What follows belongs to an exercise in optimizing a design on an open flow for small area, a short achievable clock period and few clock cycles per item; a production flow would make more cautious choices. Function was checked by simulation only, so behaviour that the tests miss may differ from the original.

Design deconvolution, start of the top module:
module deconvolution #(
  parameter int M = 6,
  parameter int N = 8
) (
  input  logic                 clk,
  input  logic                 rst,
  input  logic                 b_we,
  input  logic [$clog2(N)-1:0] b_addr,
  input  logic signed [15:0]   b_wdata,
  input  logic                 start,
  input  logic                 y_valid,
  output logic                 y_ready,
  input  logic signed [31:0]   y_data,
  output logic                 a_valid,
  input  logic                 a_ready,
  output logic signed [15:0]   a_data,
  output logic                 busy,
  output logic                 done,
  output logic                 div_err,
  output logic                 sat,
  output logic                 rem_err
);
  localparam int AW = 35;           
  logic signed [15:0] r_b [0:7];    
  logic [7:0]         r_bv;         
  logic               r_b0s;        
  logic signed [15:0] r_a [0:5];
  logic               r_busy, r_done, r_div_err, r_sat, r_rem_err;
  logic               r_dz;         
  logic [3:0]         f_n;          
  logic [2:0]         f_k;          
  logic [2:0]         f_j;          
  logic signed [15:0] a_op, b_op;
  logic signed [31:0] y_reg;
  logic               x_valid, x_first, x_last, x_head, x_n12;
  logic signed [AW-1:0] acc;
  ...
Settings: LEC_CHECK=0, CAP_MARGIN=20, CORE_MARGIN=2, CORE_UTILIZATION=60, SETUP_SLACK_MARGIN=4.5, SLEW_MARGIN=20; clock period 12.0 ns.
run.sh (not shown) runs the stock make flow with config.mk's settings and CLKGATE_MAP_FILE= SYNTH_SCRIPT=/design/flow/synth_recipe.tcl, a recipe that flattens the netlist after the stock synthesis.
Testbench counts at the start, summed over its fixed seeds: cycles 10,984, frames 192.
Next try:
- ABC_AREA: default -> 1
- CORE_UTILIZATION: 60 -> 70
- SETUP_SLACK_MARGIN: 4.5 -> 5
Outcome: Cell count is higher by about 16%; clock skew rose by 0.0077 ns; setup slack gets better by 0.61 ns; routed wire length came out lower by about 0.5%; global-route usage rises by 5.3 points; final area decreases by about 1%; fmax is higher by 9.1%.

---

The RTL this note starts from:
==> flow/design.v <==
module deconvolution #(
  parameter int M = 6,
  parameter int N = 8
) (
  input  logic                 clk,
  input  logic                 rst,
  input  logic                 b_we,
  input  logic [$clog2(N)-1:0] b_addr,
  input  logic signed [15:0]   b_wdata,
  input  logic                 start,
  input  logic                 y_valid,
  output logic                 y_ready,
  input  logic signed [31:0]   y_data,
  output logic                 a_valid,
  input  logic                 a_ready,
  output logic signed [15:0]   a_data,
  output logic                 busy,
  output logic                 done,
  output logic                 div_err,
  output logic                 sat,
  output logic                 rem_err
);
  localparam int AW = 35;           
  logic signed [15:0] r_b [1:7];    
  logic [7:0]         r_bv;         
  logic               r_b0s;        
  logic signed [15:0] r_a [0:5];
  logic               r_busy, r_done, r_div_err, r_sat, r_rem_err;
  logic               r_dz;         
  logic [3:0]         f_n;          
  logic [2:0]         f_k;          
  logic [2:0]         f_j;          
  logic signed [15:0] b_op;
  logic [7:0]         bo_one, bo_two, bo_neg;    
  logic signed [31:0] y_reg;
  logic               x_valid, x_first, x_last, x_head, x_n12;
  logic signed [AW-1:0] acc;
  logic               w_chk, w_n12, r_tail_done;
  logic [15:0]        dvs;          
  logic [16:0]        dvs3;         
  logic [2:0]         d_cyc;        
  logic [17:0]        d_p;
  logic [15:0]        d_ql;
  logic               d_ovf, d_neg;
  logic [2:0]         n_a;          
  logic [2:0]         n_out;        
  logic [AW-1:0]        w_pp [0:7];
  logic [AW-1:0]        w_k;
  logic signed [AW-1:0] w_base, w_sum;
  logic [AW-2:0]        w_mag;
  always_comb begin
    w_k = '0;
    for (int i = 0; i < 8; i++) begin
      logic [17:0] m, s;
      m = ({18{bo_one[i]}} & {{2{b_op[15]}}, b_op}) | ({18{bo_two[i]}} & {b_op[15], b_op, 1'b0});
      s = m ^ {18{bo_neg[i]}};
      w_pp[i] = AW'({~s[17], s[16:0]}) << (2*i);
      w_k     = w_k + (AW'(bo_neg[i]) << (2*i)) - (AW'(1) << (17 + 2*i));
    end
  end
  assign w_base = x_first ? AW'(y_reg) : acc;
  assign w_sum  = w_base + w_pp[0] + w_pp[1] + w_pp[2] + w_pp[3] + w_pp[4] + w_pp[5] +
                  w_pp[6] + w_pp[7] + w_k;
  assign w_mag  = w_sum[AW-1] ? 34'(-w_sum) : w_sum[AW-2:0];
  function automatic logic [30:0] dstep(input logic [30:0] pq, input logic [15:0] dv,
                                        input logic [16:0] dv3);
    logic [16:0] v;
    logic [17:0] t1, t2, t3;
    logic [14:0] p;
    logic [1:0]  q;
    v  = {pq[30:16], pq[15:14]};
    t1 = {1'b0, v} - {2'b0, dv};
    t2 = {1'b0, v} - {1'b0, dv, 1'b0};
    t3 = {1'b0, v} - {1'b0, dv3};
    if (!t3[17])      begin q = 2'd3; p = t3[14:0]; end
    else if (!t2[17]) begin q = 2'd2; p = t2[14:0]; end
    else if (!t1[17]) begin q = 2'd1; p = t1[14:0]; end
    else              begin q = 2'd0; p = v[14:0];  end
    dstep = {p, pq[13:0], q};
  endfunction
  logic        w_ovf, w_dfin, w_qbig, w_asat, w_lo0;
  logic [30:0] w_pq;
  logic [11:0] w_qhi, w_qhi_n;
  logic [3:0]  w_qlo, w_qlo_n;
  logic signed [15:0] w_aval;
  assign w_ovf  = (d_p >= {2'd0, dvs});
  assign w_pq   = dstep(dstep({d_p[14:0], d_ql}, dvs, dvs3), dvs, dvs3);
  assign w_dfin = (d_cyc == 3'd4);
  assign w_qhi   = d_ql[11:0];
  assign w_qhi_n = -w_qhi;
  assign w_qlo   = w_pq[3:0];
  assign w_qlo_n = -w_qlo;
  assign w_lo0   = (w_qlo == 4'd0);
  assign w_qbig  = w_qhi[11] && (!d_neg || w_qhi[10:0] != 11'd0 || !w_lo0);
  assign w_asat  = d_ovf || w_qbig;
  assign w_aval  = w_asat ? (d_neg ? 16'sh8000 : 16'sh7fff) :
                   d_neg  ? {(w_lo0 ? w_qhi_n : ~w_qhi), w_qlo_n} : {w_qhi, w_qlo};
  logic [2:0]  w_kmax_n1, w_kmin;
  logic [3:0]  w_n1;
  logic        w_f_first, w_f_last, w_f_ok, w_f_go, w_byp;
  always_comb begin
    w_kmin    = (f_n < 4'd6) ? ((f_n == 4'd0) ? 3'd0 : 3'd1) : 3'(f_n - 4'd5);
    w_f_first = (f_n < 4'd7) ? (f_k == 3'(f_n)) : (f_k == 3'd7);
    w_f_last  = (f_k == w_kmin);
    w_byp     = w_dfin && (f_j == n_a);
    w_f_ok    = (f_n == 4'd0) || (f_j < n_a) || w_byp;
    w_f_go    = r_busy && (f_n != 4'd13) && w_f_ok && (!w_f_first || y_valid);
    w_n1      = f_n + 4'd1;
    w_kmax_n1 = (w_n1 < 4'd7) ? w_n1[2:0] : 3'd7;
  end
  logic [16:0] w_ae;
  assign w_ae = {((f_n == 4'd0) ? 16'sd0 : (w_byp ? w_aval : r_a[f_j])), 1'b0};
  assign y_ready = r_busy && (f_n != 4'd13) && w_f_first && w_f_ok;
  logic w_a_hs, w_fin;
  assign a_valid = r_busy && (n_out < n_a);
  assign a_data  = a_valid ? r_a[n_out] : 16'sd0;
  assign w_a_hs  = a_valid && a_ready;
  assign w_chk   = x_valid && x_last && !x_head;
  assign w_n12   = x_valid && x_last && x_n12;
  assign w_fin   = r_busy && (r_dz || ((w_n12 || r_tail_done) &&
                              (n_out == 3'd6 || (n_out == 3'd5 && w_a_hs))));
  assign busy    = r_busy;
  assign done    = r_done;
  assign div_err = r_div_err;
  assign sat     = r_sat;
  assign rem_err = r_rem_err;
  logic        w_b0z;
  logic [15:0] w_bwm;
  assign w_b0z = (b_we && b_addr == 3'd0) ? (b_wdata == 16'sd0) : (!r_bv[0] || dvs == 16'd0);
  assign w_bwm = b_wdata[15] ? 16'(-b_wdata) : 16'(b_wdata);
  always_ff @(posedge clk or negedge rst) begin
    if (!rst) begin
      r_bv        <= '0;
      r_busy      <= 1'b0;
      r_done      <= 1'b0;
      r_div_err   <= 1'b0;
      r_sat       <= 1'b0;
      r_rem_err   <= 1'b0;
      r_dz        <= 1'b0;
      f_n         <= 4'd13;
      f_k         <= '0;
      f_j         <= '0;
      x_valid     <= 1'b0;
      x_first     <= 1'b0;
      x_last      <= 1'b0;
      x_head      <= 1'b0;
      x_n12       <= 1'b0;
      r_tail_done <= 1'b0;
      d_cyc       <= '0;
      n_a         <= '0;
      n_out       <= '0;
    end else begin
      r_done <= 1'b0;
      if (!r_busy) begin
        if (b_we) r_bv[b_addr] <= 1'b1;
        if (start) begin
          r_busy      <= 1'b1;
          r_dz        <= w_b0z;
          r_div_err   <= w_b0z;
          r_sat       <= 1'b0;
          r_rem_err   <= 1'b0;
          f_n         <= w_b0z ? 4'd13 : 4'd0;
          f_k         <= '0;
          f_j         <= '0;
          r_tail_done <= 1'b0;
          n_a         <= '0;
          n_out       <= '0;
        end
        x_valid <= 1'b0;
        d_cyc   <= '0;
      end else begin
        x_valid <= w_f_go;
        x_first <= w_f_go && w_f_first;
        if (w_f_go) begin
          x_last  <= w_f_last;
          x_head  <= (f_n < 4'd6);
          x_n12   <= (f_n == 4'd12);
          if (w_f_last) begin
            f_n <= w_n1;
            f_k <= w_kmax_n1;
            f_j <= (w_n1 < 4'd7) ? 3'd0 : 3'(w_n1 - 4'd7);
          end else begin
            f_k <= f_k - 3'd1;
            f_j <= f_j + 3'd1;
          end
        end
        if (w_chk && w_sum != '0) r_rem_err <= 1'b1;
        if (w_n12) r_tail_done <= 1'b1;
        if (x_valid && x_last && x_head) d_cyc <= 3'd1;
        else if (w_dfin)                  d_cyc <= 3'd0;
        else if (d_cyc != 3'd0)           d_cyc <= d_cyc + 3'd1;
        if (w_dfin) begin
          n_a <= n_a + 3'd1;
          if (w_asat) r_sat <= 1'b1;
        end
        if (w_a_hs) n_out <= n_out + 3'd1;
        if (w_fin) begin
          r_busy <= 1'b0;
          r_done <= 1'b1;
          f_n    <= 4'd13;
        end
      end
    end
  end
  always_ff @(posedge clk) begin
    if (!r_busy && b_we && b_addr != 3'd0) r_b[b_addr] <= b_wdata;
    if (!r_busy && b_we && b_addr == 3'd0) begin
      r_b0s <= b_wdata[15];
      dvs   <= w_bwm;
    end
    if (r_busy && f_n == 4'd0) dvs3 <= {1'b0, dvs} + {dvs, 1'b0};
    for (int i = 0; i < 8; i++) begin
      bo_one[i] <= w_f_go & (w_ae[2*i] ^ w_ae[2*i+1]);
      bo_two[i] <= w_f_go & ((w_ae[2*i+2] & ~w_ae[2*i+1] & ~w_ae[2*i]) |
                             (~w_ae[2*i+2] & w_ae[2*i+1] & w_ae[2*i]));
      bo_neg[i] <= ~w_ae[2*i+2];
    end
    b_op  <= (f_k != 3'd0 && r_bv[f_k]) ? r_b[f_k] : 16'sd0;
    y_reg <= y_data;
    acc <= w_sum;
    if (x_valid && x_last && x_head) begin
      d_p   <= w_mag[33:16];
      d_ql  <= w_mag[15:0];
      d_neg <= w_sum[AW-1] ^ r_b0s;
    end else begin
      d_p  <= {3'd0, w_pq[30:16]};
      d_ql <= w_pq[15:0];
    end
    if (d_cyc == 3'd1) d_ovf <= w_ovf;
    if (w_dfin) r_a[n_a] <= w_aval;
  end
endmodule
==> flow/config.mk <==
export PLATFORM = sky130hd
export DESIGN_NAME = deconvolution
export DESIGN_NICKNAME = deconvolution
export VERILOG_FILES = /design/flow/design.v
export SDC_FILE = /design/flow/constraint.sdc
export NUM_CORES = 4
export LEC_CHECK = 0
export ABC_AREA = 1
export CAP_MARGIN = 20
export CORE_MARGIN = 2
export CORE_UTILIZATION = 70
export CTS_CLUSTER_DIAMETER = 100
export CTS_CLUSTER_SIZE = 24
export SETUP_SLACK_MARGIN = 5
export SLEW_MARGIN = 20
export TNS_END_PERCENT = 20
==> flow/constraint.sdc <==
create_clock -name core_clock -period 12.0 [get_ports {clk}]
set_input_delay 2.4000 -clock core_clock [delete_from_list [all_inputs] [get_ports {clk}]]
set_output_delay 2.4000 -clock core_clock [all_outputs]
set_load 0.01 [all_outputs]
The baseline completed without violations.
Testbench counts at the start, summed over its fixed seeds: cycles 10,792, frames 192.
Change:
- TNS_END_PERCENT: 20 -> default
After rerunning: Core utilization barely changes; cell area is about the same; wire length shrinks by 0.51%; hold slack barely changes; critical path depth shrinks by 3; setup slack gets worse by 48 ps.
Change:
- CTS_CLUSTER_DIAMETER: 100 -> default
- CTS_CLUSTER_SIZE: 24 -> default
After rerunning: Wire length climbs by 3.1%. Die area stays the same. Clock-buffer cell count climbs by 18. Via count climbs by 1.7%. Non-clock buffer count climbs by 1. Design area climbs by 2.0%. Synthesized cell count is unchanged. Utilization climbs by 1.5 points. First-iteration DRC count climbs by 1.8%. Sequential share of layout area drops by 0.61 points.
Change:
- CTS_CLUSTER_DIAMETER: default -> 110
- CTS_CLUSTER_SIZE: default -> 28
Outcome: Cell count falls by 0.91%. Worst setup slack gains 30 ps.

what the ideal ports hide:
No port has a modelled driver above. Below, the same layouts with a new extraction and two added sets of constraints.
Step 1: set_driving_cell puts a clkbuf_16 on clk and a buf_2 on each other input, an assumption about the parent block.
Step 2 times the ports against the registers' clock, not the clock port: input delays grow and output delays shrink by t, the midpoint of the rising clock arrivals with the driver on.
Slacks: ideal / step 1 / step 2; pairs: ideal / step 1.
run | shift t [ns] | setup slack, ns | latest minus earliest clock arrival (ns)
the first run of note 1 | 0.678 | 4.665 / 4.665 / 4.244 | 0.030 / 0.030
the second run of note 1 | 0.649 | 5.275 / 5.275 / 4.783 | 0.041 / 0.041
the first run of note 2 | 0.659 | 5.214 / 5.180 / 5.214 | 0.021 / 0.021
the second run of note 2 | 0.657 | 5.167 / 5.125 / 5.167 | 0.032 / 0.031
the third run of note 2 | 0.672 | 5.154 / 5.091 / 5.197 | 0.058 / 0.058
the fourth run of note 2 | 0.633 | 5.184 / 5.123 / 5.191 | 0.058 / 0.059
After both steps every run listed still meets setup and hold. The setup slack of the second run of note 1, which loses most, moves by 0.000 ns with the drivers and by -0.492 ns with both steps.
